What follows belongs to an exercise in optimizing a design on an open flow for a short achievable clock period and few clock cycles; a production flow would make more cautious choices.
Only simulation tests tie the RTL to the original design; equivalence was not proved.
In every run shown here, the design's own scripts or RTL, not TritonCTS, make the clock network.
No driver is modelled on the clock port, so clock power and skew are understated where the tree is cut down; a real chip needs a root buffer or a tree.
Power figures rest on the tool's default switching activity, not on a simulated workload.

<file path="design/flow/config.mk">
export PLATFORM = sky130hd
export DESIGN_NAME = cpu_core
export DESIGN_NICKNAME = cpu_core
export VERILOG_FILES = /design/flow/design.v
export SDC_FILE = /design/flow/constraint.sdc
export NUM_CORES = 4
export LEC_CHECK = 0
export ABC_CLOCK_PERIOD_IN_PS = 1500
export CAP_MARGIN = 20
export CORE_MARGIN = 2
export CORE_UTILIZATION = 50
export SETUP_SLACK_MARGIN = 4.0
export SLEW_MARGIN = 20
</file>
<file path="design/flow/standard.sh">
#!/bin/bash
# synth_recipe.tcl (not shown) runs the flow's synth.tcl, then flattens the netlist and writes it again
# the make line also repeats each setting of config.mk as NAME=value (left out here)
make -C /OpenROAD-flow-scripts/flow DESIGN_CONFIG=/design/flow/config.mk WORK_HOME=/design/flow/orfs CLKGATE_MAP_FILE= SYNTH_SCRIPT=/design/flow/synth_recipe.tcl "${@:-finish}"
</file>
<file path="design/flow/flow/manual_cts.tcl">
proc mcts_centroid { its } {
  set sx 0; set sy 0; set n 0
  foreach it $its {
    set bb [[$it getInst] getBBox]
    set sx [expr {$sx + ([$bb xMin] + [$bb xMax]) / 2.0}]
    set sy [expr {$sy + ([$bb yMin] + [$bb yMax]) / 2.0}]
    incr n
  }
  return [list [expr {int($sx / $n)}] [expr {int($sy / $n)}]]
}

proc mcts_xy { it } {
  set bb [[$it getInst] getBBox]
  return [list [expr {([$bb xMin] + [$bb xMax]) / 2}] [expr {([$bb yMin] + [$bb yMax]) / 2}]]
}

# split a list of iterms in two halves along the wider axis
proc mcts_split { its {frac 0.5} } {
  set xs {}; set ys {}
  foreach it $its { lassign [mcts_xy $it] x y; lappend xs $x; lappend ys $y }
  set w [expr {[tcl::mathfunc::max {*}$xs] - [tcl::mathfunc::min {*}$xs]}]
  set h [expr {[tcl::mathfunc::max {*}$ys] - [tcl::mathfunc::min {*}$ys]}]
  set idx [expr {$w >= $h ? 0 : 1}]
  set keyed {}
  foreach it $its { lappend keyed [list [lindex [mcts_xy $it] $idx] $it] }
  set sorted [lsort -integer -index 0 $keyed]
  set half [expr {int(round([llength $sorted] * $frac))}]
  set a {}; set b {}
  set i 0
  foreach e $sorted {
    if {$i < $half} { lappend a [lindex $e 1] } else { lappend b [lindex $e 1] }
    incr i
  }
  return [list $a $b]
}

proc mcts_clusters { its maxn } {
  set n [llength $its]
  if {$n <= $maxn} { return [list $its] }
  set k [expr {($n + $maxn - 1) / $maxn}]
  set k1 [expr {$k / 2}]
  lassign [mcts_split $its [expr {double($k1) / $k}]] a b
  return [concat [mcts_clusters $a $maxn] [mcts_clusters $b $maxn]]
}

proc mcts_build { port_name buf_master leaf_max nroots } {
  set db [ord::get_db]
  set block [ord::get_db_block]
  set master [$db findMaster $buf_master]
  set bterm [$block findBTerm $port_name]
  set clknet [$bterm getNet]
  # the registers' clock pins, wherever the clock tree built so far put them
  set sinks {}
  foreach inst [$block getInsts] {
    set mname [[$inst getMaster] getName]
    if {![string match "*__*df*" $mname]} { continue }
    set it [$inst findITerm CLK]
    if {$it eq "NULL" || $it eq ""} { continue }
    lappend sinks $it
  }
  puts "mcts: [llength $sinks] register clock pins"
  # remove the clock tree built so far: every cell on a clock net that is not
  # a register, and every clock net but the port's
  set old_insts {}
  set old_nets {}
  foreach net [$block getNets] {
    if {[$net getSigType] ne "CLOCK"} { continue }
    if {$net ne $clknet} { lappend old_nets $net }
    foreach it [$net getITerms] {
      set inst [$it getInst]
      if {![string match "*__*df*" [[$inst getMaster] getName]]} {
        lappend old_insts $inst
      }
    }
  }
  foreach it $sinks { $it disconnect }
  set old_insts [lsort -unique $old_insts]
  foreach inst $old_insts {
    foreach it [$inst getITerms] { if {[$it getNet] ne "NULL"} { $it disconnect } }
  }
  foreach inst $old_insts { odb::dbInst_destroy $inst }
  foreach net $old_nets { odb::dbNet_destroy $net }
  puts "mcts: removed [llength $old_insts] clock-tree cells and [llength $old_nets] nets"
  foreach it [$clknet getITerms] { $it disconnect }
  # root groups
  set groups [list $sinks]
  while {[llength $groups] < $nroots} {
    set ng {}
    foreach g $groups { lassign [mcts_split $g] a b; lappend ng $a $b }
    set groups $ng
  }
  set r 0; set l 0
  foreach g $groups {
    set clusters [mcts_clusters $g $leaf_max]
    set rnet [odb::dbNet_create $block "mcts_root_${r}_net"]
    $rnet setSigType CLOCK
    set leafpos {}
    foreach c $clusters {
      set lnet [odb::dbNet_create $block "mcts_leaf_${l}_net"]
      $lnet setSigType CLOCK
      set linst [odb::dbInst_create $block $master "mcts_leaf_${l}"]
      lassign [mcts_centroid $c] cx cy
      $linst setLocation $cx $cy
      $linst setPlacementStatus PLACED
      [$linst findITerm A] connect $rnet
      [$linst findITerm X] connect $lnet
      foreach it $c { $it connect $lnet }
      lappend leafpos [list $cx $cy]
      incr l
    }
    set sx 0; set sy 0
    foreach p $leafpos { set sx [expr {$sx + [lindex $p 0]}]; set sy [expr {$sy + [lindex $p 1]}] }
    set n [llength $leafpos]
    set rinst [odb::dbInst_create $block $master "mcts_root_${r}"]
    $rinst setLocation [expr {int($sx / $n)}] [expr {int($sy / $n)}]
    $rinst setPlacementStatus PLACED
    [$rinst findITerm A] connect $clknet
    [$rinst findITerm X] connect $rnet
    puts "mcts: root $r drives [llength $clusters] leaves"
    incr r
  }
}
</file>
<file path="design/flow/flow/post_cts.tcl">
# Replace the clock tree from clock_tree_synthesis with a two-level one (see
# manual_cts.tcl), then legalize and repair timing on it.
source [file dirname [info script]]/manual_cts.tcl
mcts_build clk_i sky130_fd_sc_hd__clkbuf_16 24 4
set_propagated_clock [all_clocks]
detailed_placement
estimate_parasitics -placement
report_clock_latency
repair_timing_helper
detailed_placement
check_placement -verbose
estimate_parasitics -placement
report_clock_latency
report_tns
report_wns
</file>
<file path="design/flow/design.v">
package cpu_pkg;
  typedef logic [15:0] word_t;      
  typedef logic [15:0] instr_t;
  typedef logic [3:0]  reg_addr_t;
  typedef logic [15:0] imm_t;       
  typedef enum logic [3:0] {
    OP_NOP  = 4'd0,
    OP_ADD  = 4'd1,
    OP_SUB  = 4'd2,
    OP_AND  = 4'd3,
    OP_OR   = 4'd4,
    OP_XOR  = 4'd5,
    OP_MOVI = 4'd6,
    OP_ADDI = 4'd7,
    OP_B    = 4'd8
  } opcode_e;
  typedef enum logic {
    FWD_REG = 1'b0,   
    FWD_WB  = 1'b1    
  } fwd_sel_e;
  localparam word_t RESET_PC = 16'h0000;
  localparam int    NUM_REGS = 16;
endpackage
`timescale 1ns/1ns
module cpu_core #(
  parameter int NUM_REGS = cpu_pkg::NUM_REGS
) (
  input  logic               clk_i,
  input  logic               reset_2_r,
  input  cpu_pkg::instr_t    instr_i,
  output cpu_pkg::word_t     pc_o,
  output logic               wb_valid_o,
  output cpu_pkg::reg_addr_t wb_rd_o,
  output cpu_pkg::word_t     wb_data_o
);
  localparam int NF = 8;    
  logic [15:0]   pc_q;      
  logic [15:0]   pco_q;     
  logic [15:0]   pcc_q;     
  logic [15:0]   f_next;
  logic          d_redir;   
  logic [15:0]   d_tgt;
  assign pc_o = pco_q;
  logic [NF-1:0] fv_q;
  logic [15:0]   fkey_q [NF];
  logic [15:0]   fkm1_q [NF];   
  logic [15:0]   ftgt_q [NF];
  logic [NF-1:0] fch_q [NF];    
  logic [15:0]   fct_q [NF];    
  logic [NF-1:0] fm_q;          
  logic          fh_q;          
  logic          fc_q;          
  logic [15:0]   ffi_q;         
  logic [15:0]   ffc_q;         
  logic [NF-1:0] m_inc, m_chain, m_next;
  logic [NF-1:0] f_repl;        
  logic [15:0]   ffi_next, ffc_next;
  always_comb begin
    m_chain  = '0;
    ffi_next = '0;
    ffc_next = '0;
    for (int i = 0; i < NF; i++) begin
      m_inc[i] = fv_q[i] && (fkm1_q[i] == pcc_q);
      m_chain  = m_chain | (fm_q[i] ? fch_q[i] : '0);
      ffi_next = ffi_next | (m_inc[i] ? ftgt_q[i] : 16'h0000);
      ffc_next = ffc_next | (fm_q[i] ? fct_q[i] : 16'h0000);
    end
    m_next = (d_redir ? '0 : fh_q ? (m_chain & fv_q) : m_inc) & ~f_repl;
  end
  always_comb begin
    if (d_redir)   f_next = d_tgt;
    else if (fh_q) f_next = fc_q ? ffc_q : ffi_q;
    else           f_next = pc_q + 16'd1;
  end
  always_ff @(posedge clk_i or posedge reset_2_r) begin
    if (reset_2_r) begin
      pc_q <= cpu_pkg::RESET_PC;
      fm_q <= '0;
      fh_q <= 1'b0;
    end else begin
      pc_q <= f_next;
      fm_q <= m_next;
      fh_q <= |m_next;
    end
  end
  always_ff @(posedge clk_i) begin
    pco_q <= reset_2_r ? cpu_pkg::RESET_PC : f_next;
  end
  always_ff @(posedge clk_i) begin
    pcc_q <= f_next;
    fc_q  <= fh_q;
    ffi_q <= ffi_next;
    ffc_q <= ffc_next;
  end
  logic        ir_v;
  logic [15:0] ir_q;
  logic [15:0] ir_pc;
  logic [8:0]  ir_tlo;    
  logic        ir_wr, ir_isb, ir_movi, ir_addi, ir_sub, ir_and, ir_or, ir_xor;
  logic        ir_usea, ir_useb;
  logic [3:0]  ir_ra;
  logic [15:0] ir_ra_oh, ir_rb_oh;    
  logic [3:0]  f_op;
  assign f_op = instr_i[15:12];
  always_ff @(posedge clk_i or posedge reset_2_r) begin
    if (reset_2_r) ir_v <= 1'b0;
    else           ir_v <= !d_redir;
  end
  always_ff @(posedge clk_i) begin
    ir_q    <= instr_i;
    ir_pc   <= pc_q;
    ir_tlo  <= {1'b0, pc_q[7:0]} + {1'b0, instr_i[7:0]};
    ir_wr   <= (f_op >= 4'd1) && (f_op <= 4'd7);
    ir_isb  <= (f_op == 4'd8);
    ir_movi <= (f_op == 4'd6);
    ir_addi <= (f_op == 4'd7);
    ir_sub  <= (f_op == 4'd2);
    ir_and  <= (f_op == 4'd3);
    ir_or   <= (f_op == 4'd4);
    ir_xor  <= (f_op == 4'd5);
    ir_usea <= (f_op >= 4'd1) && (f_op <= 4'd5) || (f_op == 4'd7);
    ir_useb <= (f_op >= 4'd1) && (f_op <= 4'd5);
    ir_ra   <= (f_op == 4'd7) ? instr_i[11:8] : instr_i[7:4];
    for (int k = 0; k < 16; k++) begin
      ir_ra_oh[k] <= ((f_op == 4'd7) ? instr_i[11:8] : instr_i[7:4]) == k;
      ir_rb_oh[k] <= instr_i[3:0] == k;
    end
  end
  logic       d_wr, d_movi, d_addi, d_sub, d_usea, d_useb;
  logic [3:0] d_rd, d_rm, d_ra;
  assign d_wr    = ir_v && ir_wr;
  assign d_movi  = ir_movi;
  assign d_addi  = ir_addi;
  assign d_sub   = ir_sub;
  assign d_usea  = ir_usea;
  assign d_useb  = ir_useb;
  assign d_rd    = ir_q[11:8];
  assign d_rm    = ir_q[3:0];
  assign d_ra    = ir_ra;
  assign d_redir = ir_v && ir_isb;
  assign d_tgt   = {ir_pc[15:8] + {{4{ir_q[11]}}, ir_q[11:8]} + {7'd0, ir_tlo[8]},
                    ir_tlo[7:0]};
  logic [15:0]   lw_pc;
  logic          lw_v, gap_q;
  logic [NF-1:0] fptr_q;    
  logic          al_q;
  logic [15:0]   al_key, al_tgt;
  always_ff @(posedge clk_i or posedge reset_2_r) begin
    if (reset_2_r) begin
      lw_v   <= 1'b0;
      gap_q  <= 1'b0;
      al_q   <= 1'b0;
      fptr_q <= {{(NF-1){1'b0}}, 1'b1};
      fv_q   <= '0;
    end else begin
      if (d_wr) begin
        lw_v  <= 1'b1;
        gap_q <= 1'b0;
      end else if (ir_v) begin
        gap_q <= 1'b1;
      end
      al_q <= d_wr && lw_v && gap_q;
      if (al_q) begin
        fv_q   <= fv_q | fptr_q;
        fptr_q <= {fptr_q[NF-2:0], fptr_q[NF-1]};
      end
    end
  end
  assign f_repl = al_q ? fptr_q : '0;
  logic [NF-1:0] al_row;      
  logic [15:0]   al_rowt;     
  logic [NF-1:0] al_col;      
  always_comb begin
    al_rowt = '0;
    for (int j = 0; j < NF; j++) begin
      al_row[j] = fptr_q[j] ? (al_key == al_tgt) : (fv_q[j] && (fkey_q[j] == al_tgt));
      al_col[j] = ftgt_q[j] == al_key;
      if (!fptr_q[j] && fv_q[j] && (fkey_q[j] == al_tgt)) al_rowt = ftgt_q[j];
    end
    if (al_key == al_tgt) al_rowt = al_tgt;
  end
  always_ff @(posedge clk_i) begin
    if (d_wr) lw_pc <= ir_pc;
    al_key <= lw_pc;
    al_tgt <= ir_pc;
    for (int i = 0; i < NF; i++) begin
      if (al_q && fptr_q[i]) begin
        fkey_q[i] <= al_key;
        fkm1_q[i] <= al_key - 16'd1;
        ftgt_q[i] <= al_tgt;
        fch_q[i]  <= al_row;
        fct_q[i]  <= al_rowt;
      end else if (al_q) begin
        for (int j = 0; j < NF; j++) begin
          if (fptr_q[j]) fch_q[i][j] <= al_col[i];
        end
        if (al_col[i]) fct_q[i] <= al_tgt;
      end
    end
  end
  localparam int SW = 4;           
  localparam int NS = 16 / SW;     
  logic [SW-1:0]       rf_q [NS][NUM_REGS];
  logic [NUM_REGS-1:0] rv_q [NS];
  logic [NS-1:0] x_wr, x_movi, x_addi, x_sub, x_and, x_or, x_xor, x_fa, x_fb, x_c;
  logic [3:0]    x_rd [NS];
  logic [3:0]    x_ra [NS];
  logic [3:0]    x_rb [NS];
  logic [7:0]    x_imm [NS];
  logic [SW-1:0] x_a [NS];
  logic [SW-1:0] x_b [NS];
  logic [SW-1:0] r_q [NS];
  logic [NS-1:0] w_wr;
  logic [3:0]    w_rd [NS];
  logic [SW-1:0] s_a [NS];
  logic [SW-1:0] s_b [NS];
  logic [SW-1:0] s_res [NS];
  logic [NS-1:0] s_co;
  logic [15:0]   g_ra [NS];      
  logic [15:0]   g_rb [NS];
  logic [NS-1:0] g_ba, g_bb;     
  logic [NS-1:0] g_movi, g_addi;
  logic [7:0]    g_imm [NS];
  logic [SW-1:0] g_a [NS];       
  logic [SW-1:0] g_b [NS];
  logic [15:0]   x_ra_oh [NS];
  logic [15:0]   x_rb_oh [NS];
  logic [NS-1:0] x_ba, x_bb;
  always_comb begin
    g_ra[0]   = ir_ra_oh;
    g_rb[0]   = ir_rb_oh;
    g_ba[0]   = w_wr[0] && (w_rd[0] == d_ra);
    g_bb[0]   = w_wr[0] && (w_rd[0] == d_rm);
    g_movi[0] = d_movi;
    g_addi[0] = d_addi;
    g_imm[0]  = ir_q[7:0];
    for (int s = 1; s < NS; s++) begin
      g_ra[s]   = x_ra_oh[s-1];
      g_rb[s]   = x_rb_oh[s-1];
      g_ba[s]   = x_ba[s-1];
      g_bb[s]   = x_bb[s-1];
      g_movi[s] = x_movi[s-1];
      g_addi[s] = x_addi[s-1];
      g_imm[s]  = x_imm[s-1];
    end
  end
  for (genvar s = 0; s < NS; s++) begin : g_rd
    logic [SW-1:0] ra_v, rb_v;
    logic [15:0]   imm_z;
    always_comb begin
      ra_v = '0;
      rb_v = '0;
      for (int k = 0; k < NUM_REGS; k++) begin
        ra_v = ra_v | ((g_ra[s][k] && rv_q[s][k]) ? rf_q[s][k] : '0);
        rb_v = rb_v | ((g_rb[s][k] && rv_q[s][k]) ? rf_q[s][k] : '0);
      end
    end
    assign imm_z  = {8'h00, g_imm[s]};
    assign g_a[s] = g_movi[s] ? '0 : g_ba[s] ? r_q[s] : ra_v;
    assign g_b[s] = (g_movi[s] || g_addi[s]) ? imm_z[s*SW +: SW] :
                    g_bb[s] ? r_q[s] : rb_v;
  end
  always_ff @(posedge clk_i) begin
    for (int s = 0; s < NS; s++) begin
      x_ra_oh[s] <= g_ra[s];
      x_rb_oh[s] <= g_rb[s];
      x_ba[s]    <= g_ba[s];
      x_bb[s]    <= g_bb[s];
    end
  end
  always_ff @(posedge clk_i or posedge reset_2_r) begin
    if (reset_2_r) begin
      x_wr <= '0;
      w_wr <= '0;
      for (int s = 0; s < NS; s++) rv_q[s] <= '0;
    end else begin
      x_wr <= {x_wr[NS-2:0], d_wr};
      w_wr <= x_wr;
      for (int s = 0; s < NS; s++) begin
        if (w_wr[s]) rv_q[s][w_rd[s]] <= 1'b1;
      end
    end
  end
  always_ff @(posedge clk_i) begin
    x_rd[0]   <= d_rd;
    x_ra[0]   <= d_ra;
    x_rb[0]   <= d_rm;
    x_imm[0]  <= ir_q[7:0];
    x_movi[0] <= d_movi;
    x_addi[0] <= d_addi;
    x_sub[0]  <= d_sub;
    x_and[0]  <= ir_and;
    x_or[0]   <= ir_or;
    x_xor[0]  <= ir_xor;
    x_fa[0]   <= x_wr[0] && (x_rd[0] == d_ra) && d_usea;
    x_fb[0]   <= x_wr[0] && (x_rd[0] == d_rm) && d_useb;
    x_c[0]    <= d_sub;
    x_a[0]    <= g_a[0];
    x_b[0]    <= g_b[0];
    for (int s = 1; s < NS; s++) begin
      x_rd[s]   <= x_rd[s-1];
      x_ra[s]   <= x_ra[s-1];
      x_rb[s]   <= x_rb[s-1];
      x_imm[s]  <= x_imm[s-1];
      x_movi[s] <= x_movi[s-1];
      x_addi[s] <= x_addi[s-1];
      x_sub[s]  <= x_sub[s-1];
      x_and[s]  <= x_and[s-1];
      x_or[s]   <= x_or[s-1];
      x_xor[s]  <= x_xor[s-1];
      x_fa[s]   <= x_fa[s-1];
      x_fb[s]   <= x_fb[s-1];
      x_c[s]    <= s_co[s-1];
      x_a[s]    <= g_a[s];
      x_b[s]    <= g_b[s];
    end
    for (int s = 0; s < NS; s++) begin
      r_q[s]  <= s_res[s];
      w_rd[s] <= x_rd[s];
      if (w_wr[s]) rf_q[s][w_rd[s]] <= r_q[s];
    end
  end
  always_comb begin
    for (int s = 0; s < NS; s++) begin
      logic [SW:0] sum;
      s_a[s] = x_fa[s] ? r_q[s] : x_a[s];
      s_b[s] = (x_fb[s] ? r_q[s] : x_b[s]) ^ {SW{x_sub[s]}};
      sum    = {1'b0, s_a[s]} + {1'b0, s_b[s]} + {{SW{1'b0}}, x_c[s]};
      s_co[s] = sum[SW];
      if (x_and[s])      s_res[s] = s_a[s] & s_b[s];
      else if (x_or[s])  s_res[s] = s_a[s] | s_b[s];
      else if (x_xor[s]) s_res[s] = s_a[s] ^ s_b[s];
      else               s_res[s] = sum[SW-1:0];
    end
  end
  logic [SW-1:0] hold_q [NS][NS];    
  logic [15:0]   x_word;
  always_ff @(posedge clk_i) begin
    for (int s = 0; s < NS; s++) begin
      hold_q[s][0] <= r_q[s];
      for (int k = 1; k < NS; k++) hold_q[s][k] <= hold_q[s][k-1];
    end
  end
  always_comb begin
    x_word[(NS-1)*SW +: SW] = s_res[NS-1];
    if (NS > 1) x_word[(NS-2)*SW +: SW] = r_q[NS-2];
    for (int s = 0; s < NS - 2; s++) x_word[s*SW +: SW] = hold_q[s][NS-3-s];
  end
  logic        w_valid;
  logic [3:0]  w_rd_o;
  logic [15:0] w_data;
  always_ff @(posedge clk_i) begin
    w_valid <= !reset_2_r && x_wr[NS-1];
    w_rd_o  <= x_wr[NS-1] ? x_rd[NS-1] : 4'h0;
    w_data  <= x_wr[NS-1] ? x_word : 16'h0000;
  end
  assign wb_valid_o = w_valid;
  assign wb_rd_o    = w_rd_o;
  assign wb_data_o  = w_data;
endmodule
</file>
<file path="design/flow/flow/run.sh">
#!/bin/bash
# Standard synthesis, then the standard layout with a two-level clock tree
# put in place after CTS (flow/post_cts.tcl). Each step logs to its own file.
set -euo pipefail
HERE=$(pwd)
bash standard.sh synth > synth.log 2>&1
bash standard.sh POST_CTS_TCL=$HERE/flow/post_cts.tcl finish > layout.log 2>&1
</file>
<file path="design/flow/constraint.sdc">
create_clock -name core_clock -period 6.0 [get_ports {clk_i}]
set_input_delay 1.2000 -clock core_clock [delete_from_list [all_inputs] [get_ports {clk_i}]]
set_output_delay 1.2000 -clock core_clock [all_outputs]
set_load 0.01 [all_outputs]
</file>
==> results of run 1 <==
metal layers:
layer	vias to the layer above	GRT usage	routed length [µm]
met1	21400	0.485	83200
li1	18400	-	-
met5	-	0	71
met3	650	0.0863	24100
met2	2948	0.527	92600
met4	6	0.157	12000
stage by stage:
step | setup slack [ns] | utilization | power, mW
after floorplan | 3.22 | - | 15.5
after global placement | 1.59 | 0.522 | 17.2
after detailed placement | 1.63 | 0.522 | 17.3
after global routing | 2.99 | 0.624 | 25.4
final | 3.03 | 0.624 | 24.6
power by group through the flow:
| stage | clock, mW | combinational [mW] | sequential, mW |
|---|---|---|---|
| after global routing | 5.06 | 7.23 | 13.1 |
| after global placement | 0 | 3.71 | 13.5 |
| final | 4.72 | 6.88 | 13.0 |
| after floorplan | 0 | 3.37 | 12.2 |
| after detailed placement | 0 | 3.76 | 13.5 |
cells in the mapped netlist (7+ instances only):
cell	n	area, µm²
a211oi_1	19	143
a21boi_0	9	67.6
a21o_1	68	510
a21oi_1	93	465
a221oi_1	40	350
a222oi_1	16	160
a22o_1	16	140
a22oi_1	133	998
a31oi_1	20	125
a32oi_1	12	105
and2_1	63	394
and3_1	16	100
and4_1	22	193
buf_1	28	105
buf_2	27	135
buf_4	7	52.6
buf_6	14	158
clkbuf_1	216	811
dfrtp_1	113	2830
dfxtp_1	420	8410
edfxtp_1	848	25500
fa_1	10	200
ha_1	72	901
inv_1	123	462
mux2_2	11	124
mux2i_1	47	470
nand2_1	316	1190
nand2b_1	32	200
nand3_1	609	3050
nand4_1	209	1310
nor2_1	150	563
nor3_1	49	245
nor4_1	63	394
o2111ai_1	33	289
o211ai_1	21	158
o21a_1	11	82.6
o21ai_0	108	541
o21ai_1	94	470
o221ai_1	16	140
or2_2	9	56.3
or3_1	34	213
xnor2_1	380	3330
xor2_1	102	893
cells in the final DEF (no fill, tap or decap), types with 109 or more instances in the layout:
cell type and instances:
a22oi_1 109, buf_4 272, buf_6 149, dfxtp_1 320, edfxtp_1 848, nand2_1 302, nand3_1 592, nand4_1 209
nor2_1 124, xnor2_1 304
how the worst min path moves through the flow:
stage                           end                 start  slack (ns)  cells past startpoint
2_1_floorplan  hold_q[1][0]$_DFF_P_  hold_q[0][0]$_DFF_P_        0.31                      0
3_3_place_gp       x_xor[0]$_DFF_P_        ir_xor$_DFF_P_        0.31                      0
3_5_place_dp   hold_q[1][1]$_DFF_P_  hold_q[0][1]$_DFF_P_        0.31                      0
5_1_grt        hold_q[1][3]$_DFF_P_  hold_q[0][3]$_DFF_P_        0.34                      0
6_report       hold_q[1][3]$_DFF_P_  hold_q[0][3]$_DFF_P_        0.33                      0
worst max-delay path, stage by stage (launching register included):
cell and delay, ns:
dfxtp_4 0.37, buf_4 0.14, xnor2_1 0.45, nand3_1 0.30
nor3_4 0.23, buf_12 0.16, nand2_8 0.10, buf_12 0.18
and4_1 0.18, a222oi_1 0.30, buf_4 0.26, o21ai_2 0.08
cell families after synthesis:
| group | Yosys count | synth area share |
|---|---|---|
| AO/OA/AOI/OAI | 733 | 0.0859 |
| XOR/XNOR | 485 | 0.0741 |
| adder cells (fa/ha/maj) | 82 | 0.0191 |
| buffers and inverters | 419 | 0.0302 |
| flip-flops | 1382 | 0.637 |
| multiplexers | 58 | 0.0103 |
| AND/OR/NAND/NOR | 1608 | 0.143 |
sequential cells by signal, summed over array words and instances, names as in the netlist, 48 cells and up:
signal and flops:
rf_q 256, fct_q 128, fkey_q 128, fkm1_q 128, ftgt_q 128, fch_q 64, rv_q 64, x_ra_oh 48
x_rb_oh 48
layout make-up:
| class | count | share of cell area |
|---|---|---|
| inverters | 127 | 0.00855 |
| repair buffers | 600 | 0.0987 |
| diodes | 2 | 0.0000701 |
| repair inverters | 1 | 0.000123 |
| plain buffers | 64 | 0.0224 |
| multi-input cells | 2980 | 0.325 |
| flip-flops and latches | 1382 | 0.519 |
| well taps | 1512 | 0.0265 |
==> run summary, run 1 <==
- Yosys reg bits: 1382
- Core area: 114000 µm²
- Nets@finish: 5256
- Worst setup endpoint: fct_q[6][5]$_DFFE_PP_
- Number of clock sinks: 1382
- Die height: 344 µm
- Setup Total Neg Slack: 0 ns
- Least-Margin Pin Slew: 0.882 ns
- Clock share of power: 0.192
- Cell variety after synth: 76
- Die width: 344 µm
- R2r setup slk: 3.03 ns
- Area occupied by multi-input gates: 23200 µm²
- Vias/cell: 6.50
- Final hold viol count: 0
- Dpl hpwl: 131000 µm
- Commonest register cell after synthesis: edfxtp_1
- Clk slew on worst S/H paths: 0.10 ns
- P_leak: 25.6 nW
- Number of flops mapped to enable cells by yosys: 848
- Post-Syn Nets: 4867
- Kind of critical path: reg -> reg
- Hold crit path type: reg -> reg
- Switch share: 0.323
- Post-synthesis async set-or-reset flop share: 0.0825
- Placed insts: 6110
- Crit-path max FO: 20
- PortBufs: 54
- DRT iter0 DRCs: 6319
- GPL Wtd Cong: 0.987
- Number of antenna violations at the first check in global routing: 8
- Post-synthesis sequential area ratio: 0.637
- DRC viols: 0
- Pin count of the biggest net entering global routing: 65
- Post-Syn Area per Cell: 12.1 µm²
- Vias in the first global route: 41200
- Startpoint types: flip-flop
- Routed WL: 212000 µm
- Pwr/cell area: 345 nW/µm²
- First-pass DRT Iterations: 9
- Yosys warnings: 26
- Final setup skew: 0.0832 ns
- Combinational Power Share: 0.279
- Status: no timing/DRC/antenna violations
- Internal power: 16.7 mW
- # rows: 124
- Fin crit period: 2.97 ns
- Slew Limit Headroom: 0.412
- Fmax: 336 MHz
- Die area: 118000 µm²
- Peak supply drop: 0.361 mV
- NetSw: 7.97 mW
- Max-Cap Viols: 0
- Final setup vio count: 0
- Worst R2R End: fct_q[6][5]$_DFFE_PP_
- Vias: 43400
- Reg power frac: 0.529
- WP data arrival: 3.27 ns
- R2R cell count: 11
- Hold slack final: 0.333 ns
- Drt wl/cell: 31.8 µm
- Tot GR Track Use: 0.351
- Critical Path Source: al_tgt[3]$_DFF_P_
- Share of cells above drive strength 1: 0.272
- Register area: 37000 µm²
- Cell area after synthesis: 57600 µm²
- Syn Inst Count: 4767
- Placed Area: 59700 µm²
- Slew Viols, Final: 0
- Latest clock arrival within the worst-skew pair: 0.55 ns
- Congestion Overflow GR: 0
- Fillers: 8506
- Final ANT Viol Nets: 0
- IO Pins: 55
- Area grow syn2layout: 23.9%
- First-pass GRT wire length: 298000 µm
- RR Startpoint: al_tgt[3]$_DFF_P_
- Initial core utilization: 0.504
- Final Cell Area: 71400 µm²
- RSZ-0062 raised after global routing: true
- Crit end category: flip-flop
- Worst EP required: 6.29 ns
- Final non-filler cell total: 6668
- Period utilization: 0.496
Testbench counts, summed over its fixed seeds: cycles 10,376.
==> run 2, diff against run 1 <==
--- a/design/flow/design.v
+++ b/design/flow/design.v
@@ -38,8 +38,8 @@
   logic [15:0]   pco_q;     
   logic [15:0]   pcc_q;     
   logic [15:0]   f_next;
-  logic          d_redir;   
-  logic [15:0]   d_tgt;
+  logic          f_isb;     
+  logic [15:0]   f_tgt;     
   assign pc_o = pco_q;
   logic [NF-1:0] fv_q;
   logic [15:0]   fkey_q [NF];
@@ -65,10 +65,22 @@
       ffi_next = ffi_next | (m_inc[i] ? ftgt_q[i] : 16'h0000);
       ffc_next = ffc_next | (fm_q[i] ? fct_q[i] : 16'h0000);
     end
-    m_next = (d_redir ? '0 : fh_q ? (m_chain & fv_q) : m_inc) & ~f_repl;
+    m_next = (f_isb ? '0 : fh_q ? (m_chain & fv_q) : m_inc) & ~f_repl;
   end
+  logic [8:0] f_tlo;
+  logic [7:0] f_thi [16][2];
+  assign f_isb = (instr_i[15:12] == 4'd8);
+  assign f_tlo = {1'b0, pc_q[7:0]} + {1'b0, instr_i[7:0]};
   always_comb begin
-    if (d_redir)   f_next = d_tgt;
+    for (int k = 0; k < 16; k++) begin
+      for (int c = 0; c < 2; c++) begin
+        f_thi[k][c] = pc_q[15:8] + {{4{k[3]}}, k[3:0]} + c[7:0];
+      end
+    end
+  end
+  assign f_tgt = {f_thi[instr_i[11:8]][f_tlo[8]], f_tlo[7:0]};
+  always_comb begin
+    if (f_isb)     f_next = f_tgt;
     else if (fh_q) f_next = fc_q ? ffc_q : ffi_q;
     else           f_next = pc_q + 16'd1;
   end
@@ -95,8 +107,7 @@
   logic        ir_v;
   logic [15:0] ir_q;
   logic [15:0] ir_pc;
-  logic [8:0]  ir_tlo;    
-  logic        ir_wr, ir_isb, ir_movi, ir_addi, ir_sub, ir_and, ir_or, ir_xor;
+  logic        ir_wr, ir_movi, ir_addi, ir_sub, ir_and, ir_or, ir_xor;
   logic        ir_usea, ir_useb;
   logic [3:0]  ir_ra;
   logic [15:0] ir_ra_oh, ir_rb_oh;    
@@ -104,14 +115,12 @@
   assign f_op = instr_i[15:12];
   always_ff @(posedge clk_i or posedge reset_2_r) begin
     if (reset_2_r) ir_v <= 1'b0;
-    else           ir_v <= !d_redir;
+    else           ir_v <= 1'b1;
   end
   always_ff @(posedge clk_i) begin
     ir_q    <= instr_i;
     ir_pc   <= pc_q;
-    ir_tlo  <= {1'b0, pc_q[7:0]} + {1'b0, instr_i[7:0]};
     ir_wr   <= (f_op >= 4'd1) && (f_op <= 4'd7);
-    ir_isb  <= (f_op == 4'd8);
     ir_movi <= (f_op == 4'd6);
     ir_addi <= (f_op == 4'd7);
     ir_sub  <= (f_op == 4'd2);
@@ -137,9 +146,6 @@
   assign d_rd    = ir_q[11:8];
   assign d_rm    = ir_q[3:0];
   assign d_ra    = ir_ra;
-  assign d_redir = ir_v && ir_isb;
-  assign d_tgt   = {ir_pc[15:8] + {{4{ir_q[11]}}, ir_q[11:8]} + {7'd0, ir_tlo[8]},
-                    ir_tlo[7:0]};
   logic [15:0]   lw_pc;
   logic          lw_v, gap_q;
   logic [NF-1:0] fptr_q;    
@@ -160,41 +166,54 @@
         gap_q <= 1'b1;
       end
       al_q <= d_wr && lw_v && gap_q;
-      if (al_q) begin
+      if (wr_q) begin
         fv_q   <= fv_q | fptr_q;
         fptr_q <= {fptr_q[NF-2:0], fptr_q[NF-1]};
       end
     end
   end
-  assign f_repl = al_q ? fptr_q : '0;
+  assign f_repl = wr_q ? fptr_q : '0;
   logic [NF-1:0] al_row;      
   logic [15:0]   al_rowt;     
   logic [NF-1:0] al_col;      
+  logic          wr_q;        
+  logic [15:0]   wr_key, wr_km1, wr_tgt, wr_rowt;
+  logic [NF-1:0] wr_row, wr_col;
   always_comb begin
     al_rowt = '0;
     for (int j = 0; j < NF; j++) begin
       al_row[j] = fptr_q[j] ? (al_key == al_tgt) : (fv_q[j] && (fkey_q[j] == al_tgt));
       al_col[j] = ftgt_q[j] == al_key;
-      if (!fptr_q[j] && fv_q[j] && (fkey_q[j] == al_tgt)) al_rowt = ftgt_q[j];
+      al_rowt   = al_rowt | ((!fptr_q[j] && fv_q[j] && (fkey_q[j] == al_tgt)) ? ftgt_q[j] : '0);
     end
     if (al_key == al_tgt) al_rowt = al_tgt;
   end
+  always_ff @(posedge clk_i or posedge reset_2_r) begin
+    if (reset_2_r) wr_q <= 1'b0;
+    else           wr_q <= al_q;
+  end
   always_ff @(posedge clk_i) begin
     if (d_wr) lw_pc <= ir_pc;
-    al_key <= lw_pc;
-    al_tgt <= ir_pc;
+    al_key  <= lw_pc;
+    al_tgt  <= ir_pc;
+    wr_key  <= al_key;
+    wr_km1  <= al_key - 16'd1;
+    wr_tgt  <= al_tgt;
+    wr_rowt <= al_rowt;
+    wr_row  <= al_row;
+    wr_col  <= al_col;
     for (int i = 0; i < NF; i++) begin
-      if (al_q && fptr_q[i]) begin
-        fkey_q[i] <= al_key;
-        fkm1_q[i] <= al_key - 16'd1;
-        ftgt_q[i] <= al_tgt;
-        fch_q[i]  <= al_row;
-        fct_q[i]  <= al_rowt;
-      end else if (al_q) begin
+      if (wr_q && fptr_q[i]) begin
+        fkey_q[i] <= wr_key;
+        fkm1_q[i] <= wr_km1;
+        ftgt_q[i] <= wr_tgt;
+        fch_q[i]  <= wr_row;
+        fct_q[i]  <= wr_rowt;
+      end else if (wr_q) begin
         for (int j = 0; j < NF; j++) begin
-          if (fptr_q[j]) fch_q[i][j] <= al_col[i];
+          if (fptr_q[j]) fch_q[i][j] <= wr_col[i];
         end
-        if (al_col[i]) fct_q[i] <= al_tgt;
+        if (wr_col[i]) fct_q[i] <= wr_tgt;
       end
     end
   end
==> run 2 against run 1 <==
  * Register-to-register slack got worse by 0.16 ns
  * Combinational power increased by 9.7%
  * Die area increased by 6.9%
  * Via count increased by 3.5%
  * Clock skew decreased by 0.060 ns
  * Final cell count increased by 6.2%
  * Largest power group unchanged
  * Area after synthesis increased by 7.0%
  * Fmax decreased by 12%
  * Highest routed layer unchanged
  * Final area increased by 1.2%
==> run summary, run 2 <==
- Routed WL: 214000 µm (was 212000 µm)
- First-pass GRT wire length: 303000 µm (was 298000 µm)
- Crit-path max FO: 4 (was 20)
- Hold path cells: 0 (unchanged)
- Area occupied by multi-input gates: 24500 µm² (was 23200 µm²)
- Internal power: 17.4 mW (was 16.7 mW)
- Vias: 44900 (was 43400)
- Slew Viols, Final: 0 (unchanged)
- Vias/cell: 6.34 (was 6.50)
- Hold crit path type: reg -> reg (unchanged)
- Post-synth top area share: 0.413 (was 0.442)
- Core area: 122000 µm² (was 114000 µm²)
- WP data arrival: 3.77 ns (was 3.27 ns)
- Pin count of the biggest net entering global routing: 58 (was 65)
- Clk slew on worst S/H paths: 0.10 ns (about the same)
- Area grow syn2layout: 17.2% (was 23.9%)
- R2R cell count: 11 (unchanged)
- Setup Total Neg Slack: 0 ns (unchanged)
- PortBufs: 54 (unchanged)
- GPL Wtd Cong: 0.971 (was 0.987)
- Fmax: 296 MHz (was 336 MHz)
- Slowest cell on crit path: fa_2 (was xnor2_1)
- Area contributors post-synth: edfxtp_1, dfxtp_1, xnor2_1, dfrtp_1, nand3_1 (was edfxtp_1, dfxtp_1, xnor2_1, nand3_1, dfrtp_1)
- Tot GR Track Use: 0.330 (was 0.351)
- Congestion Overflow GR: 0 (unchanged)
- Pwr/cell area: 361 nW/µm² (was 345 nW/µm²)
- Vias in the first global route: 42700 (was 41200)
- Post-synthesis sequential area ratio: 0.619 (was 0.637)
- Commonest register cell after synthesis: edfxtp_1 (unchanged)
- Number of antenna violations at the first check in global routing: 5 (was 8)
- Commonest non-fill, non-tap cell in the layout: edfxtp_1 (unchanged)
- Die area: 126000 µm² (was 118000 µm²)
- RSZ-0062 raised after global routing: true (unchanged)
- Reg power frac: 0.521 (was 0.529)
- Fin worst setup slack: 2.63 ns (was 3.03 ns)
- Cell Chain, Critical Path: buf_12 > ha_4 > fa_2 > a211oi_4 > o211a_1 > buf_6 > nor2_4 > buf_6 > buf_6 > and3_4 > nor4_4 > mux2i_1 > a21oi_1 (was buf_4 > xnor2_1 > nand3_1 > nor3_4 > buf_12 > nand2_8 > buf_12 > and4_1 > a222oi_1 > buf_4 > o21ai_2)
- Least-Margin Pin Slew: 1.23 ns (was 0.882 ns)
- Placed Area: 63800 µm² (was 59700 µm²)
- Worst EP required: 6.39 ns (was 6.29 ns)
- Crit end category: flip-flop (unchanged)
- RR Startpoint: pc_q[10]$_DFF_PP0_ (was al_tgt[3]$_DFF_P_)
- Worst stage delay on the critical path: 0.38 ns (was 0.45 ns)
- Most frequent cells in the layout: edfxtp_1, nand2_1, nand3_1, dfxtp_1, xnor2_1 (was edfxtp_1, nand3_1, dfxtp_1, xnor2_1, nand2_1)
- Number of flops mapped to enable cells by yosys: 848 (unchanged)
- Final hold viol count: 0 (unchanged)
- NetSw: 8.71 mW (was 7.97 mW)
- Clock share of power: 0.190 (was 0.192)
- Largest area contributor in the netlist: edfxtp_1 (unchanged)
- Syn Inst Count: 5248 (was 4767)
- Final ANT Viol Nets: 0 (unchanged)
- First-pass DRT Iterations: 6 (was 9)
- Fillers: 9824 (was 8506)
- Cell variety after synth: 121 (was 76)
- Final setup vio count: 0 (unchanged)
- Post-synthesis async set-or-reset flop share: 0.0791 (was 0.0825)
- # rows: 128 (was 124)
- Number of clock sinks: 1453 (was 1382)
- Dpl hpwl: 140000 µm (was 131000 µm)
- Kind of critical path: in -> reg (was reg -> reg)
- Post-Syn Nets: 5354 (was 4867)
- Cell area after synthesis: 61600 µm² (was 57600 µm²)
- Max reg flops: 256 (unchanged)
- Register area: 38400 µm² (was 37000 µm²)
- Final Cell Area: 72300 µm² (was 71400 µm²)
- Count leader, synth: edfxtp_1 (unchanged)
- Peak supply drop: 0.279 mV (was 0.361 mV)
- Initial core utilization: 0.505 (was 0.504)
- IO Pins: 55 (unchanged)
- DRT iter0 DRCs: 5923 (was 6319)
- Post-Syn Area per Cell: 11.7 µm² (was 12.1 µm²)
- Status: no timing/DRC/antenna violations (unchanged)
- Hold Path Sink: x_c[0]$_DFF_P_ (was hold_q[1][3]$_DFF_P_)
- Die height: 355 µm (was 344 µm)
- Share of cells above drive strength 1: 0.199 (was 0.272)
- Latest clock arrival within the worst-skew pair: 0.52 ns (was 0.55 ns)
- Final non-filler cell total: 7084 (was 6668)
- Fin crit period: 3.37 ns (was 2.97 ns)
- Most used cell, CP: buf_6
- Placed insts: 6678 (was 6110)
- Drt wl/cell: 30.2 µm (was 31.8 µm)
- Yosys reg bits: 1453 (was 1382)
- Max-Cap Viols: 0 (unchanged)
- DP Worst Slack: 1.37 ns (was 1.63 ns)
- Die width: 355 µm (was 344 µm)
- Post-layout util: 0.592 (was 0.624)
- Combinational Power Share: 0.289 (was 0.279)
- P_leak: 26.7 nW (was 25.6 nW)
- Slew Limit Headroom: 0.179 (was 0.412)
- Synth top cells by count: edfxtp_1, nand2_1, nand3_1 (was edfxtp_1, nand3_1, dfxtp_1)
- Yosys warnings: 27 (was 26)
- R2r setup slk: 2.87 ns (was 3.03 ns)
- DRC viols: 0 (unchanged)
- Final setup skew: 0.0233 ns (was 0.0832 ns)
- Startpoint types: input port (was flip-flop)
- Nets@finish: 5562 (was 5256)
- HP Start: ir_sub$_DFF_P_ (was hold_q[0][3]$_DFF_P_)
- Switch share: 0.334 (was 0.323)
- Worst R2R End: pc_q[13]$_DFF_PP0_ (was fct_q[6][5]$_DFFE_PP_)
- Period utilization: 0.562 (was 0.496)
-- run 2: cell count changes in the layout (fill, tap and decap cells not counted), sizes merged, moves of 20 or more --
cell     change
or3         -33
a221oi      +34
o21ai      -102
nand3       -96
o2111ai     -29
xnor2       +42
dfxtp       +70
buf        -113
inv         -31
a31oi       +43
a32oi       +20
a21o        +68
nand2      +299
a22o        +31
-- run 2: per-layer routing --
metal  vias to the layer above  GRT usage  part of all wire
met2                      2451      0.524              0.46
met4                         4      0.116             0.043
li1                      19500          -                 -
met1                     22400      0.460              0.40
met5                         -          0           0.00013
met3                       465     0.0547             0.094
-- run 2: worst max-delay path by stage --
stage,slack [ns],cells past startpoint,startpoint,to
after detailed placement,1.37,12,instr_i[0],pc_q[11]$_DFF_PP0_
after floorplan,2.44,11,instr_i[0],pc_q[14]$_DFF_PP0_
after global routing,2.53,11,instr_i[0],pc_q[13]$_DFF_PP0_
after global placement,1.39,12,instr_i[0],pc_q[11]$_DFF_PP0_
final,2.63,13,instr_i[0],pc_q[13]$_DFF_PP0_
-- run 2: metrics by stage --
stage | hold slack (ns) | total power, mW
finish | 0.330 | 26.1
global route | 0.334 | 27.0
detailed placement | 0.312 | 18.9
global placement | 0.310 | 18.9
floorplan | 0.310 | 16.7
-- run 2: critical path, delay by kind of cell --
family                   cells  cell delay [ns]
AO/OA/AOI/OAI                3             0.69
adder cells (fa/ha/maj)      2             0.53
buffers and inverters        4             0.48
multiplexers                 1             0.35
AND/OR/NAND/NOR              3             0.50
-- run 2: layout make-up --
type | instances | area share
sequential | 1453 | 0.531
multi-input combinational | 3353 | 0.339
timing repair buffer | 476 | 0.0704
tap | 1625 | 0.0281
buffer | 68 | 0.0236
inverter | 104 | 0.00696
antenna | 5 | 0.000173
-- run 2: logic make-up (layout without fill, tap and decap cells) --
| kind of cell | count (synthesis) | in the layout | synth area share |
|---|---|---|---|
| flip-flops | 1453 | 1453 | 0.619 |
| AO/OA/AOI/OAI | 805 | 805 | 0.0959 |
| multiplexers | 69 | 69 | 0.0114 |
| adder cells (fa/ha/maj) | 88 | 88 | 0.0188 |
| other | 1 | 6 | 0.0000608 |
| AND/OR/NAND/NOR | 1865 | 1869 | 0.151 |
| XOR/XNOR | 521 | 521 | 0.0743 |
| buffers and inverters | 446 | 648 | 0.0298 |
-- run 2: power groups by stage --
stage / Clock [mW] / Combinational (mW) / Sequential, mW
floorplan: 0 / 4.20 / 12.5
global placement: 0 / 4.97 / 13.9
detailed placement: 0 / 5.00 / 13.9
global route: 5.33 / 8.03 / 13.7
finish: 4.97 / 7.55 / 13.6
Testbench counts of run 2, summed over its fixed seeds: cycles 10,180.
==> run 3, diff against run 2 <==
--- a/design/flow/config.mk
+++ b/design/flow/config.mk
@@ -8,6 +8,7 @@
 export ABC_CLOCK_PERIOD_IN_PS = 1500
 export CAP_MARGIN = 20
 export CORE_MARGIN = 2
-export CORE_UTILIZATION = 50
+export CORE_UTILIZATION = 65
+export PLACE_DENSITY = 0.75
 export SETUP_SLACK_MARGIN = 4.0
 export SLEW_MARGIN = 20
==> run 3 against run 2 <==
  * Still clean on timing, DRC and antenna
  * Core utilization grew 16 points
  * Final cell count fell by 6.2%
  * Fmax is 0.53% lower
  * Hold slack improved by 0.0016 ns
  * Die area is 23% lower
  * Global-route usage is 8.7 points higher
  * Critical path depth decreased by 1
  * Sequential power is essentially flat
  * Sequential cell count stayed put
  * Worst setup slack worse by 0.018 ns
  * Largest power group unchanged
==> run summary, run 3 <==
- Number of clock sinks: 1453 (unchanged)
- Number of antenna violations at the first check in global routing: 17 (was 5)
- Crit-path max FO: 5 (was 4)
- Area contributors post-synth: edfxtp_1, dfxtp_1, xnor2_1, dfrtp_1, nand3_1 (unchanged)
- Vias/cell: 7.04 (was 6.34)
- Fillers: 5848 (was 9824)
- Die height: 312 µm (was 355 µm)
- Final Power: 25.8 mW (was 26.1 mW)
- Post-Syn Area per Cell: 11.7 µm² (unchanged)
- Syn Inst Count: 5248 (unchanged)
- Peak supply drop: 0.358 mV (was 0.279 mV)
- Setup Total Neg Slack: 0 ns (unchanged)
- # rows: 112 (was 128)
- Post-synthesis sequential area ratio: 0.619 (unchanged)
- Pwr/cell area: 366 nW/µm² (was 361 nW/µm²)
- Fmax: 295 MHz (was 296 MHz)
- Die width: 312 µm (was 355 µm)
- P_leak: 26.1 nW (was 26.7 nW)
- Clk slew on worst S/H paths: 0.09 ns (was 0.10 ns)
- Post-synth top area share: 0.413 (unchanged)
- Final setup vio count: 0 (unchanged)
- Drt wl/cell: 31.5 µm (was 30.2 µm)
- PortBufs: 54 (unchanged)
- Yosys reg bits: 1453 (unchanged)
- Number of flops mapped to enable cells by yosys: 848 (unchanged)
- Largest area contributor in the netlist: edfxtp_1 (unchanged)
- Most used cell, CP: ha_4 (was buf_6)
- Slew Limit Headroom: 0.178 (was 0.179)
- Commonest non-fill, non-tap cell in the layout: edfxtp_1 (unchanged)
- First-pass GRT wire length: 299000 µm (was 303000 µm)
- Fin crit period: 3.39 ns (was 3.37 ns)
- Post-synthesis async set-or-reset flop share: 0.0791 (unchanged)
- Startpoint types: input port (unchanged)
- Die area: 97300 µm² (was 126000 µm²)
- Worst stage delay on the critical path: 0.40 ns (was 0.38 ns)
- Crit end category: flip-flop (unchanged)
- DRC viols: 0 (unchanged)
- Final ANT Viol Nets: 0 (unchanged)
- Hold crit path type: reg -> reg (unchanged)
- Initial core utilization: 0.659 (was 0.505)
- Period utilization: 0.565 (was 0.562)
- Routed WL: 209000 µm (was 214000 µm)
- RSZ-0062 raised after global routing: true (unchanged)
- Final setup skew: 0.0395 ns (was 0.0233 ns)
- Vias: 46800 (was 44900)
- Buf/Inv on CP: 1 (was 4)
- Slew Viols, Final: 0 (unchanged)
- Area grow syn2layout: 14.5% (was 17.2%)
- Nets@finish: 5490 (was 5562)
- Max-Cap Viols: 0 (unchanged)
- Cell area after synthesis: 61600 µm² (unchanged)
- Least-Margin Pin Slew: 1.23 ns (about the same)
- Congestion Overflow GR: 0 (unchanged)
- Commonest register cell after synthesis: edfxtp_1 (unchanged)
- Most frequent cells in the layout: edfxtp_1, nand2_1, nand3_1, xnor2_1, dfxtp_1 (was edfxtp_1, nand2_1, nand3_1, dfxtp_1, xnor2_1)
- Synth top cells by count: edfxtp_1, nand2_1, nand3_1 (unchanged)
- Worst EP required: 6.42 ns (was 6.39 ns)
- DRT iter0 DRCs: 8025 (was 5923)
- Share of cells above drive strength 1: 0.185 (was 0.199)
- Slowest cell on crit path: a211oi_4 (was fa_2)
- Max reg flops: 256 (unchanged)
- Status: no timing/DRC/antenna violations (unchanged)
- Kind of critical path: in -> reg (unchanged)
- IO Pins: 55 (unchanged)
- Vias in the first global route: 44500 (was 42700)
- Cell Chain, Critical Path: buf_12 > ha_4 > fa_2 > a211oi_4 > o211ai_4 > a31oi_1 > o221a_4 > ha_4 > and2b_1 > nand4_1 > or2_1 > o211ai_1 (was buf_12 > ha_4 > fa_2 > a211oi_4 > o211a_1 > buf_6 > nor2_4 > buf_6 > buf_6 > and3_4 > nor4_4 > mux2i_1 > a21oi_1)
- Count leader, synth: edfxtp_1 (unchanged)
- Pin count of the biggest net entering global routing: 101 (was 58)
- Hold slack final: 0.332 ns (was 0.330 ns)
- Dpl hpwl: 131000 µm (was 140000 µm)
- Cell variety after synth: 121 (unchanged)
- Core area: 93600 µm² (was 122000 µm²)
- First-pass DRT Iterations: 8 (was 6)
- Yosys warnings: 27 (unchanged)
- R2r setup slk: 2.86 ns (was 2.87 ns)
- GPL Wtd Cong: 1.02 (was 0.971)
- Tot GR Track Use: 0.417 (was 0.330)
- Latest clock arrival within the worst-skew pair: 0.52 ns (about the same)
- Crit-path leading delay family: compound AO/OA/AOI/OAI gates (unchanged)
- Final hold viol count: 0 (unchanged)
- Post-Syn Nets: 5354 (unchanged)
- WP data arrival: 3.81 ns (was 3.77 ns)
run 3: worst paths after layout:
path	startpoint	to	cells after the start
setup / recovery	instr_i[0]	pcc_q[14]$_DFF_P_	12
hold / removal	hold_q[0][1]$_DFF_P_	hold_q[1][1]$_DFF_P_	0
setup reg to reg	pc_q[10]$_DFF_PP0_	pcc_q[15]$_DFF_P_	11
hold reg to reg	hold_q[0][1]$_DFF_P_	hold_q[1][1]$_DFF_P_	0
max in group asynchronous	reset_2_r	fptr_q[0]$_DFFE_PP1P_	4
min in group asynchronous	reset_2_r	pc_q[11]$_DFF_PP0_	3
run 3: cell type report:
type | count | area, µm² | area share
inverters | 104 | 528 | 0.00748
multi-input cells | 3350 | 24200 | 0.343
flip-flops and latches | 1453 | 38400 | 0.545
diodes | 10 | 25.0 | 0.000355
repair buffers | 407 | 4120 | 0.0584
plain buffers | 68 | 1700 | 0.0241
well taps | 1254 | 1570 | 0.0222
run 3: metrics by stage:
step	instance area [µm²]	cells	setup WS (ns)	util
2_1_floorplan	62100	5248	2.44	-
3_3_place_gp	63200	6283	1.32	0.675
3_5_place_dp	63200	6283	1.21	0.675
5_1_grt	70500	6636	2.49	0.754
6_report	70600	6646	2.61	0.754
run 3: kinds of logic (layout without fill, tap and decap cells):
| kind of cell | Yosys count | in the layout | synth area share |
|---|---|---|---|
| buffers and inverters | 446 | 579 | 0.0298 |
| AO/OA/AOI/OAI | 805 | 805 | 0.0959 |
| multiplexers | 69 | 69 | 0.0114 |
| AND/OR/NAND/NOR | 1865 | 1866 | 0.151 |
| flip-flops | 1453 | 1453 | 0.619 |
| XOR/XNOR | 521 | 521 | 0.0743 |
| adder cells (fa/ha/maj) | 88 | 88 | 0.0188 |
| other | 1 | 11 | 0.0000608 |
run 3: routing by layer:
layer  global-route usage  up-vias  wire length (µm)
met3                0.101      872             28600
met4                0.191       14             13000
met5                    0        -               117
met2                0.636     3949             92200
met1                0.570    22600             75300
li1                     -    19400                 -
run 3: power breakdown:
part           leakage (nW)  switching (mW)  internal (mW)
logic                  12.1            3.88           3.25
clock network         0.838            2.92           2.01
registers              13.1            1.87           11.9
total                  26.1            8.67           17.1
==> run 4, diff against run 3 <==
--- a/design/flow/design.v
+++ b/design/flow/design.v
@@ -36,13 +36,11 @@
   localparam int NF = 8;    
   logic [15:0]   pc_q;      
   logic [15:0]   pco_q;     
-  logic [15:0]   pcc_q;     
   logic [15:0]   f_next;
-  logic          f_isb;     
-  logic [15:0]   f_tgt;     
+  logic          d_redir;   
+  logic [15:0]   d_tgt;
   assign pc_o = pco_q;
   logic [NF-1:0] fv_q;
-  logic [15:0]   fkey_q [NF];
   logic [15:0]   fkm1_q [NF];   
   logic [15:0]   ftgt_q [NF];
   logic [NF-1:0] fch_q [NF];    
@@ -52,54 +50,57 @@
   logic          fc_q;          
   logic [15:0]   ffi_q;         
   logic [15:0]   ffc_q;         
-  logic [NF-1:0] m_inc, m_chain, m_next;
+  logic [NF-1:0] fi_q;          
+  logic [NF-1:0] m_chain, m_next;
+  logic [NF-1:0] mi_inc, mi_ffi, mi_ffc, mi_tgt, mi_next;
   logic [NF-1:0] f_repl;        
   logic [15:0]   ffi_next, ffc_next;
+  logic [15:0]   f_inc;
+  assign f_inc = pc_q + 16'd1;
   always_comb begin
     m_chain  = '0;
     ffi_next = '0;
     ffc_next = '0;
     for (int i = 0; i < NF; i++) begin
-      m_inc[i] = fv_q[i] && (fkm1_q[i] == pcc_q);
       m_chain  = m_chain | (fm_q[i] ? fch_q[i] : '0);
-      ffi_next = ffi_next | (m_inc[i] ? ftgt_q[i] : 16'h0000);
+      ffi_next = ffi_next | (fi_q[i] ? ftgt_q[i] : 16'h0000);
       ffc_next = ffc_next | (fm_q[i] ? fct_q[i] : 16'h0000);
+      mi_inc[i] = fv_q[i] && (fkm1_q[i] == f_inc);
+      mi_ffi[i] = fv_q[i] && (fkm1_q[i] == ffi_q);
+      mi_ffc[i] = fv_q[i] && (fkm1_q[i] == ffc_q);
+      mi_tgt[i] = fv_q[i] && (fkm1_q[i] == d_tgt);
     end
-    m_next = (f_isb ? '0 : fh_q ? (m_chain & fv_q) : m_inc) & ~f_repl;
+    m_next  = (d_redir ? '0 : fh_q ? (m_chain & fv_q) : fi_q) & ~f_repl;
+    mi_next = (d_redir ? mi_tgt : fh_q ? (fc_q ? mi_ffc : mi_ffi) : mi_inc) & ~f_repl;
   end
-  logic [8:0] f_tlo;
-  logic [7:0] f_thi [16][2];
-  assign f_isb = (instr_i[15:12] == 4'd8);
-  assign f_tlo = {1'b0, pc_q[7:0]} + {1'b0, instr_i[7:0]};
+  logic [NF-1:0] f_rowhit;
+  logic          h_next;
   always_comb begin
-    for (int k = 0; k < 16; k++) begin
-      for (int c = 0; c < 2; c++) begin
-        f_thi[k][c] = pc_q[15:8] + {{4{k[3]}}, k[3:0]} + c[7:0];
-      end
-    end
+    for (int i = 0; i < NF; i++) f_rowhit[i] = |(fch_q[i] & fv_q & ~f_repl);
+    h_next = !d_redir && (fh_q ? |(fm_q & f_rowhit) : |(fi_q & ~f_repl));
   end
-  assign f_tgt = {f_thi[instr_i[11:8]][f_tlo[8]], f_tlo[7:0]};
   always_comb begin
-    if (f_isb)     f_next = f_tgt;
+    if (d_redir)   f_next = d_tgt;
     else if (fh_q) f_next = fc_q ? ffc_q : ffi_q;
-    else           f_next = pc_q + 16'd1;
+    else           f_next = f_inc;
   end
   always_ff @(posedge clk_i or posedge reset_2_r) begin
     if (reset_2_r) begin
       pc_q <= cpu_pkg::RESET_PC;
       fm_q <= '0;
+      fi_q <= '0;
       fh_q <= 1'b0;
     end else begin
       pc_q <= f_next;
       fm_q <= m_next;
-      fh_q <= |m_next;
+      fi_q <= mi_next;
+      fh_q <= h_next;
     end
   end
   always_ff @(posedge clk_i) begin
     pco_q <= reset_2_r ? cpu_pkg::RESET_PC : f_next;
   end
   always_ff @(posedge clk_i) begin
-    pcc_q <= f_next;
     fc_q  <= fh_q;
     ffi_q <= ffi_next;
     ffc_q <= ffc_next;
@@ -107,7 +108,10 @@
   logic        ir_v;
   logic [15:0] ir_q;
   logic [15:0] ir_pc;
-  logic        ir_wr, ir_movi, ir_addi, ir_sub, ir_and, ir_or, ir_xor;
+  logic [8:0]  ir_tlo;    
+  logic [7:0]  ir_thi0;   
+  logic [7:0]  ir_thi1;   
+  logic        ir_wr, ir_isb, ir_movi, ir_addi, ir_sub, ir_and, ir_or, ir_xor;
   logic        ir_usea, ir_useb;
   logic [3:0]  ir_ra;
   logic [15:0] ir_ra_oh, ir_rb_oh;    
@@ -115,12 +119,16 @@
   assign f_op = instr_i[15:12];
   always_ff @(posedge clk_i or posedge reset_2_r) begin
     if (reset_2_r) ir_v <= 1'b0;
-    else           ir_v <= 1'b1;
+    else           ir_v <= !d_redir;
   end
   always_ff @(posedge clk_i) begin
     ir_q    <= instr_i;
     ir_pc   <= pc_q;
+    ir_tlo  <= {1'b0, pc_q[7:0]} + {1'b0, instr_i[7:0]};
+    ir_thi0 <= pc_q[15:8] + {{4{instr_i[11]}}, instr_i[11:8]};
+    ir_thi1 <= pc_q[15:8] + {{4{instr_i[11]}}, instr_i[11:8]} + 8'd1;
     ir_wr   <= (f_op >= 4'd1) && (f_op <= 4'd7);
+    ir_isb  <= (f_op == 4'd8);
     ir_movi <= (f_op == 4'd6);
     ir_addi <= (f_op == 4'd7);
     ir_sub  <= (f_op == 4'd2);
@@ -146,16 +154,26 @@
   assign d_rd    = ir_q[11:8];
   assign d_rm    = ir_q[3:0];
   assign d_ra    = ir_ra;
+  assign d_redir = ir_v && ir_isb;
+  assign d_tgt   = {ir_tlo[8] ? ir_thi1 : ir_thi0, ir_tlo[7:0]};
   logic [15:0]   lw_pc;
   logic          lw_v, gap_q;
   logic [NF-1:0] fptr_q;    
   logic          al_q;
   logic [15:0]   al_key, al_tgt;
+  logic [15:0]   al_tm1;    
+  logic [NF-1:0] we_q;      
+  logic [NF-1:0] wc_q;      
+  logic [NF-1:0] wr_row;    
+  logic [15:0]   wr_km1, wr_tgt;
+  logic [NF-1:0] al_row, al_col;
+  logic [15:0]   wr_rowt;   
   always_ff @(posedge clk_i or posedge reset_2_r) begin
     if (reset_2_r) begin
       lw_v   <= 1'b0;
       gap_q  <= 1'b0;
       al_q   <= 1'b0;
+      we_q   <= '0;
       fptr_q <= {{(NF-1){1'b0}}, 1'b1};
       fv_q   <= '0;
     end else begin
@@ -166,54 +184,46 @@
         gap_q <= 1'b1;
       end
       al_q <= d_wr && lw_v && gap_q;
-      if (wr_q) begin
-        fv_q   <= fv_q | fptr_q;
+      we_q <= al_q ? fptr_q : '0;
+      if (|we_q) begin
+        fv_q   <= fv_q | we_q;
         fptr_q <= {fptr_q[NF-2:0], fptr_q[NF-1]};
       end
     end
   end
-  assign f_repl = wr_q ? fptr_q : '0;
-  logic [NF-1:0] al_row;      
-  logic [15:0]   al_rowt;     
-  logic [NF-1:0] al_col;      
-  logic          wr_q;        
-  logic [15:0]   wr_key, wr_km1, wr_tgt, wr_rowt;
-  logic [NF-1:0] wr_row, wr_col;
+  assign f_repl = we_q;
   always_comb begin
-    al_rowt = '0;
     for (int j = 0; j < NF; j++) begin
-      al_row[j] = fptr_q[j] ? (al_key == al_tgt) : (fv_q[j] && (fkey_q[j] == al_tgt));
-      al_col[j] = ftgt_q[j] == al_key;
-      al_rowt   = al_rowt | ((!fptr_q[j] && fv_q[j] && (fkey_q[j] == al_tgt)) ? ftgt_q[j] : '0);
+      al_row[j] = fptr_q[j] ? (al_key == al_tgt) : (fv_q[j] && (fkm1_q[j] == al_tm1));
+      al_col[j] = !fptr_q[j] && (ftgt_q[j] == al_key);
     end
-    if (al_key == al_tgt) al_rowt = al_tgt;
   end
-  always_ff @(posedge clk_i or posedge reset_2_r) begin
-    if (reset_2_r) wr_q <= 1'b0;
-    else           wr_q <= al_q;
+  always_comb begin
+    wr_rowt = '0;
+    for (int j = 0; j < NF; j++) begin
+      wr_rowt = wr_rowt | (wr_row[j] ? (we_q[j] ? wr_tgt : ftgt_q[j]) : 16'h0000);
+    end
   end
   always_ff @(posedge clk_i) begin
     if (d_wr) lw_pc <= ir_pc;
-    al_key  <= lw_pc;
-    al_tgt  <= ir_pc;
-    wr_key  <= al_key;
-    wr_km1  <= al_key - 16'd1;
-    wr_tgt  <= al_tgt;
-    wr_rowt <= al_rowt;
-    wr_row  <= al_row;
-    wr_col  <= al_col;
+    al_key <= lw_pc;
+    al_tgt <= ir_pc;
+    al_tm1 <= ir_pc - 16'd1;
+    wr_km1 <= al_key - 16'd1;
+    wr_tgt <= al_tgt;
+    wr_row <= al_row;
+    wc_q   <= al_q ? al_col : '0;
     for (int i = 0; i < NF; i++) begin
-      if (wr_q && fptr_q[i]) begin
-        fkey_q[i] <= wr_key;
+      if (we_q[i]) begin
         fkm1_q[i] <= wr_km1;
         ftgt_q[i] <= wr_tgt;
         fch_q[i]  <= wr_row;
         fct_q[i]  <= wr_rowt;
-      end else if (wr_q) begin
+      end else begin
         for (int j = 0; j < NF; j++) begin
-          if (fptr_q[j]) fch_q[i][j] <= wr_col[i];
+          if (we_q[j]) fch_q[i][j] <= wc_q[i];
         end
-        if (wr_col[i]) fct_q[i] <= wr_tgt;
+        if (wc_q[i]) fct_q[i] <= wr_tgt;
       end
     end
   end
==> run 4 against run 3 <==
  * Final cell count fell by 7.3%
  * Power fell by 9.4%
  * Sequential cell count fell by 119
  * Largest cell class unchanged
==> run summary, run 4 <==
- IO Pins: 55 (unchanged)
- Final Power: 23.4 mW (was 25.8 mW)
- Clock share of power: 0.191 (about the same)
- Least-Margin Pin Slew: 1.10 ns (was 1.23 ns)
- Dpl hpwl: 130000 µm (was 131000 µm)
- Post-Syn Area per Cell: 11.4 µm² (was 11.7 µm²)
- Post-layout util: 0.758 (was 0.754)
- Vias/cell: 7.11 (was 7.04)
- Fmax: 376 MHz (was 295 MHz)
- Post-synthesis sequential area ratio: 0.597 (was 0.619)
- Most used cell, CP: buf_4 (was ha_4)
- Area contributors post-synth: edfxtp_1, dfxtp_1, dfrtp_1, nand3_1, xor2_1 (was edfxtp_1, dfxtp_1, xnor2_1, dfrtp_1, nand3_1)
- Tot GR Track Use: 0.453 (was 0.417)
- Post-Syn Nets: 4992 (was 5354)
- Post-synthesis async set-or-reset flop share: 0.0975 (was 0.0791)
- Yosys reg bits: 1334 (was 1453)
- Number of antenna violations at the first check in global routing: 9 (was 17)
- Slew Limit Headroom: 0.265 (was 0.178)
- Commonest non-fill, non-tap cell in the layout: edfxtp_1 (unchanged)
- Status: no timing/DRC/antenna violations (unchanged)
- Worst stage delay on the critical path: 0.45 ns (was 0.40 ns)
- Fin crit period: 2.66 ns (was 3.39 ns)
- Internal power: 15.4 mW (was 17.1 mW)
- DRT iter0 DRCs: 7196 (was 8025)
- Hold crit path type: reg -> reg (unchanged)
- Syn Inst Count: 4890 (was 5248)
- Die height: 297 µm (was 312 µm)
- R2r setup slk: 3.34 ns (was 2.86 ns)
- RSZ-0062 raised after global routing: true (unchanged)
- Nets@finish: 5118 (was 5490)
- First-pass DRT Iterations: 9 (was 8)
- Post-synth top area share: 0.319 (was 0.413)
- Cell area after synthesis: 55800 µm² (was 61600 µm²)
- Setup Total Neg Slack: 0 ns (unchanged)
- Largest area contributor in the netlist: edfxtp_1 (unchanged)
- Pwr/cell area: 362 nW/µm² (was 366 nW/µm²)
- Synth top cells by count: dfxtp_1, edfxtp_1, nand3_1 (was edfxtp_1, nand2_1, nand3_1)
- Cell Chain, Critical Path: buf_4 > mux2i_1 > nor2_1 > a21oi_1 > o21ai_1 > buf_4 > xnor2_1 > o211ai_1 > nor4_1 (was buf_12 > ha_4 > fa_2 > a211oi_4 > o211ai_4 > a31oi_1 > o221a_4 > ha_4 > and2b_1 > nand4_1 > or2_1 > o211ai_1)
- # rows: 107 (was 112)
- Combinational Power Share: 0.253 (was 0.276)
- Period utilization: 0.443 (was 0.565)
- Die width: 297 µm (was 312 µm)
- Slowest cell on crit path: mux2i_1 (was a211oi_4)
- Yosys warnings: 25 (was 27)
- Crit-path leading delay family: compound AO/OA/AOI/OAI gates (unchanged)
- Most frequent cells in the layout: edfxtp_1, nand3_1, dfxtp_1, nor2_1, xor2_1 (was edfxtp_1, nand2_1, nand3_1, xnor2_1, dfxtp_1)
- Switch share: 0.341 (was 0.336)
- Latest clock arrival within the worst-skew pair: 0.51 ns (was 0.52 ns)
- Final ANT Viol Nets: 0 (unchanged)
## run 4: cell count changes in the layout (fill, tap and decap cells not counted), sizes merged, moves of 122 or more
cell and change:
nand2 -365, xor2 +168, mux2 +140, xnor2 -198, nor2 +122, dfxtp +122, edfxtp -256
## run 4: layer usage
layer  track usage  wire, µm  share of wire  vias to the layer above
met5             0        24        0.00012                        -
met4         0.278     16400          0.080                        4
met3         0.133     28300           0.14                     1087
met2         0.675     88000           0.43                     3783
met1         0.587     71500           0.35                    21000
li1              -         -              -                    18000
## run 4: cells by family (layout without fill, tap and decap cells)
kind of cell / count (synthesis) / count (layout) / synth area share
buf+inv: 421 / 544 / 0.0294
flops: 1334 / 1334 / 0.597
fa+ha+maj: 84 / 84 / 0.0201
compound gates: 707 / 707 / 0.0867
xor+xnor: 491 / 491 / 0.0772
mux: 200 / 200 / 0.0397
other cells: 0 / 6 / 0
simple gates: 1653 / 1654 / 0.150
## run 4: area by class of cell
class | count | area [µm²]
timing repair buffer | 386 | 4220
sequential | 1334 | 33500
multi-input combinational | 3136 | 23500
buffer | 60 | 1500
tap | 1144 | 1430
fill | 5319 | 20600
antenna | 6 | 15.0
inverter | 97 | 384
timing repair inverter | 1 | 7.51
## run 4: worst paths after layout
check / depth (start not counted) / startpoint / to
max: 9 / fc_q$_DFF_P_ / fi_q[7]$_DFF_PP0_
min in group asynchronous: 4 / reset_2_r / rv_q[0][5]$_DFFE_PP0P_
min reg2reg: 0 / hold_q[0][2]$_DFF_P_ / hold_q[1][2]$_DFF_P_
max in group asynchronous: 4 / reset_2_r / we_q[3]$_DFF_PP0_
min: 0 / hold_q[0][2]$_DFF_P_ / hold_q[1][2]$_DFF_P_
max reg2reg: 9 / fc_q$_DFF_P_ / fi_q[7]$_DFF_PP0_
## run 4: per-stage QoR
step | instance area (µm²) | hold WS [ns] | cells
2_1_floorplan | 56200 | 0.310 | 4890
3_3_place_gp | 57200 | 0.310 | 5810
5_1_grt | 64500 | 0.340 | 6159
6_report | 64600 | 0.333 | 6164
3_5_place_dp | 57200 | 0.312 | 5810
## run 4: power by group through the flow
stage / sequential (mW) / clock [mW] / combinational, mW
after floorplan: 11.6 / 0 / 3.48
after global placement: 13.1 / 0 / 3.78
after detailed placement: 13.1 / 0 / 3.87
after global routing: 13.0 / 4.74 / 6.24
final: 13.0 / 4.47 / 5.91
Testbench counts of run 4, summed over its fixed seeds: cycles 10,387.

==> what the ideal ports hide <==
No port has a modelled driver above. Below, the same layouts with a new extraction and two added sets of constraints. Step 1 sets driving cells, clkbuf_16 on the clock port and buf_2 on the other inputs (assumed; they add their load-dependent delay and slew). Step 2 also shifts input and output timing later by t, the mid clock arrival at the registers, as if the neighbouring blocks saw the same clock. Slacks: ideal ports / drivers / drivers and shift; pairs: ideal ports / drivers.
run	shift t [ns]	setup WS [ns]
run 1	0.672	3.025 / 3.025 / 3.025
run 2	0.677	2.626 / 2.713 / 2.036
run 3	0.661	2.608 / 2.721 / 2.060
run 4	0.645	3.339 / 3.339 / 2.911
After both steps every run listed still meets setup and hold.
